Context: an optimization exercise on an open-source flow, tuned for small area, a short achievable clock period and few clock cycles per item. The choices shown serve that exercise and are no tape-out recipe. No run shown here included a check of the RTL's function; only the layout flow was run.

## flow/design.v (module list and top-level ports; edited modules follow where they fit)
// module arr_mult_fa: 10 lines
// module arr_mult_ha: 9 lines
// module arr_mult_hold: 8 lines
// module arr_multiplier_pipe: 3448 lines
module arr_multiplier_pipe #(
  parameter int INPUT_BIT_SIZE = 32,
  parameter int STAGES         = 4
) (
  input  logic                          Clk,
  input  logic                          Reset,
  input  logic                          InValid,
  output logic                          InReady,
  input  logic [INPUT_BIT_SIZE-1:0]     InA,
  input  logic [INPUT_BIT_SIZE-1:0]     InB,
  input  logic                          Signed,
  output logic                          OutValid,
  input  logic                          OutReady,
  output logic [2*INPUT_BIT_SIZE-1:0]   Out
);
  // ...
==> flow/flow/run.sh <==
#!/bin/bash
# The standard layout, with two changes to how it is made:
#  - the input and output ports get sky130_fd_sc_hd__buf_2 buffers instead of the
#    buffer the resizer picks on its own (a slow delay cell);
#  - the resizer's timing repair aims for SETUP_SLACK_MARGIN ns of setup slack, so it
#    works on the paths that set the achieved period, not only on violations.
# The clock period, SDC and every other setting are the standard flow's.
set -euo pipefail
export SETUP_SLACK_MARGIN=${SETUP_SLACK_MARGIN_OVERRIDE:-18.4}
export BUFFER_PORTS_ARGS="-buffer_cell sky130_fd_sc_hd__buf_2"
bash standard.sh > standard.log 2>&1
==> flow/standard.sh <==
#!/bin/bash
# synth_recipe.tcl (not shown) runs the flow's synth.tcl, then flattens the netlist and writes it again
# the make line also repeats each setting of config.mk as NAME=value (left out here)
make -C /OpenROAD-flow-scripts/flow DESIGN_CONFIG=/design/flow/config.mk WORK_HOME=/design/flow/orfs CLKGATE_MAP_FILE= SYNTH_SCRIPT=/design/flow/synth_recipe.tcl "${@:-finish}"
==> flow/config.mk <==
export PLATFORM = sky130hd
export DESIGN_NAME = arr_multiplier_pipe
export DESIGN_NICKNAME = arr_multiplier_pipe
export VERILOG_FILES = /design/flow/design.v
export SDC_FILE = /design/flow/constraint.sdc
export NUM_CORES = 4
export LEC_CHECK = 0
export ABC_AREA = 1
export CAP_MARGIN = 20
export CORE_MARGIN = 2
export CORE_UTILIZATION = 40
export CTS_CLUSTER_DIAMETER = 100
export CTS_CLUSTER_SIZE = 25
export SLEW_MARGIN = 20
export SYNTH_HIERARCHICAL = 1
export SYNTH_MINIMUM_KEEP_SIZE = 0
==> flow/constraint.sdc <==
create_clock -name core_clock -period 24.0 [get_ports {Clk}]
set_input_delay 4.8000 -clock core_clock [delete_from_list [all_inputs] [get_ports {Clk}]]
set_output_delay 4.8000 -clock core_clock [all_outputs]
set_load 0.01 [all_outputs]
==> results by group, run 1 <==
Global route
  – Met3 Track Usage GR: 0.0827
  – Largest net degree at the start of global routing: 133
  – Vias in the first global route: 25,159

STA
  – Hold Vio Cnt, Final: 0
  – Tmin final: 5.90 ns
  – Clk_skew: 0.0272 ns
  – Setup ws final: 18.10 ns

Cells and area
  – Clock buffers and inverters, area share: 0.0207
  – Non-clk invs: 255
  – FF/Latch Area: 8200 um2
  – Seq cells: 314
  – Commonest non-fill, non-tap cell in the layout: xor2_1

Synth
  – Sequential element share of the synthesized area: 0.252
  – Ys async rst share: 0.0191
  – Area share of and/or/nand/nor cells after synthesis: 0.0628
  – Most common cell in the synthesized netlist: xor2_1
  – Mapped Nets: 3,794
  – Synth Area in Compound Gates: 0.115
  – Largest family of logic cells by synthesized area: adder cells

Critical path
  – Reg-to-reg startpoint: a[21]$_DFFE_PN_

Status
  – Status: timing/DRC/antenna clean

CTS
  – Clk slew on worst S/H paths: 0.08 ns

Place
  – Dpl ws: 17.96 ns
  – Post-DP HPWL: 65,000 um

Die
  – Die area: 82,900 um2

Drt
  – Met2 wire length: 44,200 um
  – WL final: 102,000 um
==> module arr_mult_hold, before the edit <==
module arr_mult_hold (
  input  logic i_en,
  input  logic i_d,
  input  logic i_q,
  output logic o_d
);
  assign o_d = i_en ? i_d : i_q;
endmodule
==> inputs of run 2 (changes only) <==
--- a/flow/design.v
+++ b/flow/design.v
@@ -27,21 +27,22 @@
   output logic o_s,
   output logic o_c
 );
   assign o_s = i_a ^ i_b;
   assign o_c = i_a & i_b;
 endmodule
 module arr_mult_hold (
   input  logic i_en,
+  input  logic i_enb,
   input  logic i_d,
   input  logic i_q,
   output logic o_d
 );
-  assign o_d = i_en ? i_d : i_q;
+  assign o_d = (i_en & i_d) | (i_enb & i_q);
 endmodule
 module arr_multiplier_pipe #(
   parameter int INPUT_BIT_SIZE = 32,
   parameter int STAGES         = 4
 ) (
   input  logic                          Clk,
   input  logic                          Reset,
   input  logic                          InValid,
@@ -54,25 +55,29 @@
   output logic [2*INPUT_BIT_SIZE-1:0]   Out
 );
   logic        en, o_en, q_vl, q_vl2;
   logic [63:0] q_q;
   logic        r_vl, o_vl;
   logic        o_vl2;   
   logic        m_vl;
   logic [31:0] a;
+  logic [31:0] b;
+  logic        s;
   logic [63:0] prod, o_q;
   assign en      = !q_vl;
   assign o_en    = !o_vl || OutReady;
   assign InReady = !q_vl2;
   logic [63:0] o_nxt;
   logic [63:0] o_new;
+  logic        o_enb;
   assign o_new = q_vl ? q_q : prod;
+  assign o_enb = o_vl && !OutReady;
   for (genvar i = 0; i < 64; i++) begin : g_ohold
-    arr_mult_hold u_ohold (.i_en(o_en), .i_d(o_new[i]), .i_q(o_q[i]), .o_d(o_nxt[i]));
+    arr_mult_hold u_ohold (.i_en(o_en), .i_enb(o_enb), .i_d(o_new[i]), .i_q(o_q[i]), .o_d(o_nxt[i]));
   end
   always_ff @(posedge Clk or negedge Reset) begin
     if (!Reset) begin
       r_vl <= 1'b0;
       o_vl <= 1'b0;
       o_vl2 <= 1'b0;
       m_vl <= 1'b0;
       q_vl <= 1'b0;
@@ -86,39 +91,36 @@
       o_vl2 <= q_vl || m_vl || (o_vl && !OutReady);
       q_vl  <= !o_en && (q_vl || m_vl);
       q_vl2 <= (o_vl && !OutReady && q_vl) || (o_vl && !OutReady && m_vl);
     end
   end
   always_ff @(posedge Clk) begin
     if (en) begin
       a <= InA;
-      a32  <= Signed & InA[31];
-      bone <= bone_d;
-      btwo <= btwo_d;
-      bneg <= bneg_d;
-      b16  <= InB[31] & ~Signed;
+      b <= InB;
+      s <= Signed;
     end
     if (!q_vl) q_q <= prod;
     o_q <= o_nxt;
   end
   assign Out      = o_q;
   assign OutValid = o_vl2;
   logic [32:0] a33;
-  logic [33:0] b34_d;
-  logic [15:0] bone_d, btwo_d, bneg_d;
+  logic [33:0] b34;
   logic [15:0] bone, btwo, bneg;
-  logic        a32, b16;
-  assign a33   = {a32, a};
-  assign b34_d = {Signed & InB[31], InB, 1'b0};
+  logic        b16;
+  assign a33 = {s & a[31], a};
+  assign b34 = {s & b[31], b, 1'b0};
   for (genvar i = 0; i < 16; i++) begin : g_enc
-    assign bone_d[i] = b34_d[2*i+1] ^ b34_d[2*i];
-    assign btwo_d[i] = (b34_d[2*i+2] & ~b34_d[2*i+1] & ~b34_d[2*i]) | (~b34_d[2*i+2] & b34_d[2*i+1] & b34_d[2*i]);
-    assign bneg_d[i] = b34_d[2*i+2];
+    assign bone[i] = b34[2*i+1] ^ b34[2*i];
+    assign btwo[i] = (b34[2*i+2] & ~b34[2*i+1] & ~b34[2*i]) | (~b34[2*i+2] & b34[2*i+1] & b34[2*i]);
+    assign bneg[i] = b34[2*i+2];
   end
+  assign b16 = b[31] & ~s;
   logic pp0_0;
   logic pp0_1;
   logic pp0_2;
   logic pp0_3;
   logic pp0_4;
   logic pp0_5;
   logic pp0_6;
   logic pp0_7;
==> flow/flow/run.sh (replaced) <==
#!/bin/bash
# The standard layout (standard.sh), with three changes to how it is made:
#  - the input and output ports get sky130_fd_sc_hd__buf_2 buffers instead of the
#    buffer the resizer picks on its own (a slow delay cell);
#  - the resizer's timing repair aims for SETUP_SLACK_MARGIN ns of setup slack, so it
#    works on the paths that set the achieved period, not only on violations;
#  - clock tree synthesis adds no dummy loads (same clustering as config.mk).
# The clock period, SDC and every other setting are the standard flow's. The make output goes to
# standard.log; each ORFS step keeps its own log under orfs/logs/.
set -euo pipefail
export SETUP_SLACK_MARGIN=18.15
export BUFFER_PORTS_ARGS="-buffer_cell sky130_fd_sc_hd__buf_2"
export CTS_ARGS="-sink_clustering_enable -repair_clock_nets -dont_use_dummy_load -sink_clustering_size 25 -sink_clustering_max_diameter 100"
bash standard.sh > standard.log 2>&1
==> flow/config.mk (replaced) <==
export PLATFORM = sky130hd
export DESIGN_NAME = arr_multiplier_pipe
export DESIGN_NICKNAME = arr_multiplier_pipe
export VERILOG_FILES = /design/flow/design.v
export SDC_FILE = /design/flow/constraint.sdc
export NUM_CORES = 4
export LEC_CHECK = 0
export ABC_AREA = 1
export CAP_MARGIN = 20
export CORE_MARGIN = 2
export CORE_UTILIZATION = 50
export CTS_CLUSTER_DIAMETER = 100
export CTS_CLUSTER_SIZE = 25
export PLACE_DENSITY = 0.65
export SLEW_MARGIN = 20
export SYNTH_HIERARCHICAL = 1
export SYNTH_MINIMUM_KEEP_SIZE = 0
==> run 2 against run 1 <==
Net effect:
- worst hold slack lost 0.019 ns
- cell count shrank 8.2%
- fmax is 0.29% higher
- critical path type unchanged
- highest routed layer is now met4
==> results by group, run 2 <==
Status
  – Status: timing/DRC/antenna clean

CTS
  – Num CTS Buffers: 17
  – Clk Latency, worst-skew pair: 0.55 ns
  – Htree depth: 1
  – CTS tree: built
  – Clk slew on worst S/H paths: 0.10 ns (+0.02 ns)
  – CTS Sinks: 297
  – Post-CTS Hold Fix Bufs: 0
  – CTS root buffer: clkbuf_16
  – Clk buf depth: 3

Synth
  – Largest area contributor in the netlist: fa_1
  – Synthesized flop and latch total: 297
  – Sequential element share of the synthesized area: 0.242 (-0.00934)
  – Post-synth top flop: edfxtp_1
  – Cell variety after synth: 36
  – Synthesized area: 31,400 um2
  – Post-synthesis instance total: 3,041
  – Area contributors post-synth: fa_1 (32%), edfxtp_1 (16%), xor2_1 (14%)
  – Ys async rst share: 0.0202 (+0.00109)
  – Mapped Nets: 3,701 (-2.5%)
  – Share of Yosys cell area claimed by the top area cell type: 0.320
  – Post-synth EDFFs: 163
  – Top cells by count, synth: xor2_1 (517), fa_1 (501), o22ai_1 (499)
  – Ys Warns: 7
  – Syn Area/Cell: 10.3 um2
  – Most common cell in the synthesized netlist: xor2_1

Critical path
  – Reg2Reg Capture Point: m_x50$_DFFE_PN_
  – CP delay by family, top: flip-flops
  – Crit path max fanout: 1
  – Setup CP Type: reg2out
  – Reg-to-reg startpoint: b[27]$_DFFE_PN_
  – Startpoint class of the critical path: flop
  – CP required: 19.20 ns
  – Buf/Inv on CP: 2
  – CP arrival: 1.08 ns
  – R2R depth: 13
  – Worst path slowest cell: dfrtp_1
  – Crit path largest cell delay: 0.38 ns
  – Crit path capture type: output port
  – R2R setup slack: 18.19 ns
  – Crit path launch: q_vl2$_DFF_PN0_
  – CP cell instances: inv_1, buf_2

Drt
  – Total number of vias: 25,047
  – Drt first pass iters: 8
  – WL per Instance: 27.0 um
  – Starting DRT DRC Count: 3,098
  – DRC: 0
  – Via-to-Cell Ratio: 6.50
  – WL final: 104,000 um (+1.7%)
  – ANT nets after route: 0

Cells and area
  – Most frequent cells in the layout: xor2_1 (517), fa_1 (501), o22ai_1 (499)
  – Synthesis-to-finish area growth: 6.90%
  – Area taken by multi-input logic gates: 22,200 um2
  – Top Registers: o_q (64), q_q (64)
  – Nets@finish: 3,677
  – Final core utilization: 0.542
  – Share of cells above drive strength 1: 0.113
  – Non-Filler Instances: 3,853
  – Filler cells: 5,467
  – Commonest non-fill, non-tap cell in the layout: xor2_1
  – FF/Latch Area: 7660 um2 (-6.6%)

Global route
  – Largest net degree at the start of global routing: 130 (-2.3%)
  – Initial antenna violation count: 1
  – Total Routing Usage GR: 0.324
  – Vias in the first global route: 26,309 (+4.6%)
  – Grt total ovfl: 0
  – First-pass GRT wire length: 158,000 um

Min path
  – Min-Delay Endpoint: o_q[22]$_DFF_P_
  – HP Class: reg2reg
  – Hold Path Origin: o_q[22]$_DFF_P_
  – Worst hold path depth: 2

STA
  – Tightest Pin Transition: 1.02 ns
  – Max transition margin: 0.315
  – Max Slew Vio Count: 0
  – RSZ-0062 raised after global routing: true
  – Final period utilization: 0.245
  – FMAX: 170 MHz
  – Hold Vio Cnt, Final: 0 (unchanged)
  – Setup TNS: 0 ns
  – Clk_skew: 0.0565 ns (+0.0292 ns)
  – Setup violators final: 0
  – Setup ws final: 18.12 ns (+0.0172 ns)
  – Tmin final: 5.88 ns (-0.0172 ns)

Die
  – Row Count: 91
  – Initial Utilization: 0.507
  – Die Y: 255 um
  – Core area: 61,900 um2
  – Die area: 64,800 um2 (-22%)
  – I/O pin count: 135
  – Chip width: 255 um

Place
  – IO buf count: 134
  – Placed insts: 3,823
  – Dpl ws: 17.59 ns (-0.369 ns)
  – Routability cong.: 0.965
  – Post-DP HPWL: 67,900 um (+4.4%)

Flow run
  – Max Cap Viol: 0
run 2: how the worst max path moves through the flow:
stage | to | slack [ns] | cells past startpoint
after floorplan | o_q[0]$_DFF_P_ | 17.21 | 4
after global placement | o_q[12]$_DFF_P_ | 17.64 | 7
after detailed placement | o_vl$_DFFE_PN0N_ | 17.59 | 6
after CTS | InReady | 18.07 | 2
after global routing | InReady | 18.07 | 2
final | InReady | 18.12 | 2
run 2: cell families (layout without fill, tap and decap cells):
group	Yosys count	in the layout	synth area share
other	0	1	0
buffers and inverters	433	406	0.0561
and+or+nand+nor	546	546	0.0694
AOI/OAI and AO/OA	630	631	0.125
adders and majority gates	591	591	0.355
xor gates and xnor gates	544	544	0.152
DFF	297	297	0.242
run 2: timing repair:
action	4_1_cts	5_1_grt
buffers inserted	0	11
endpoints found under the setup margin	56	105
pin swaps	1	1
gates resized for setup	42	39
gates cloned	1	0
run 2: final cells by class:
| class | count | area share |
|---|---|---|
| multi-input combinational | 2312 | 0.662 |
| sequential | 297 | 0.228 |
| timing repair buffer | 232 | 0.0475 |
| tap | 837 | 0.0312 |
| inverter | 157 | 0.0182 |
| clock buffer | 17 | 0.0127 |
| antenna | 1 | 0.0000746 |
run 2: tightest hold or removal path: stages, from the launching register on:
cell and delay, ns:
dfxtp_1 0.31, nand2_1 0.05, nand2_1 0.04
run 2: per-module statistics from Yosys, one instance, submodules excluded:
module	flops+latches	cells
arr_mult_ha	0	1
arr_multiplier_pipe	297	2339
arr_mult_fa	0	1
arr_mult_hold	0	3
run 2: metal layers:
metal	vias up	global-route usage	part of all wire
met5	-	0.00226	0
met4	0	0.203	0.078
met3	604	0.115	0.14
met2	2035	0.486	0.43
met1	12258	0.401	0.35
li1	10150	-	-
run 2: per-stage QoR:
stage	instance area, um2	hold slack (ns)
global route	33500	0.455
floorplan	31400	0.418
finish	33500	0.435
CTS	33300	0.439
detailed placement	32800	0.424
global placement	32800	0.426

afterwards: timing with drivers on the ports:
How much do the figures lean on ideal ports? The routed layouts below were timed once more, with nothing changed but the port constraints.
Step 1: set_driving_cell puts a clkbuf_16 on Clk and a buf_2 on each other input, an assumption about the parent block.
Step 2 moves the port delays by t, midway between the first and last clock arrival at a register: inputs arrive t later, outputs are due t later. That takes back most of the time a late clock gives input paths.
a / b / c = no drivers / after step 1 / after step 2; a / b = the first two.
| run | t, ns | setup slack, ns | pins driven straight from the clock port |
|---|---|---|---|
| run 1 | 0.645 | 18.098 / 18.032 / 17.969 | 1 |
| run 2 | 0.583 | 18.115 / 18.054 / 17.813 | 1 |
After both steps setup and hold are still met in every run listed. The setup slack of run 2, which loses most, moves by -0.061 ns with the drivers and by -0.302 ns with both steps.
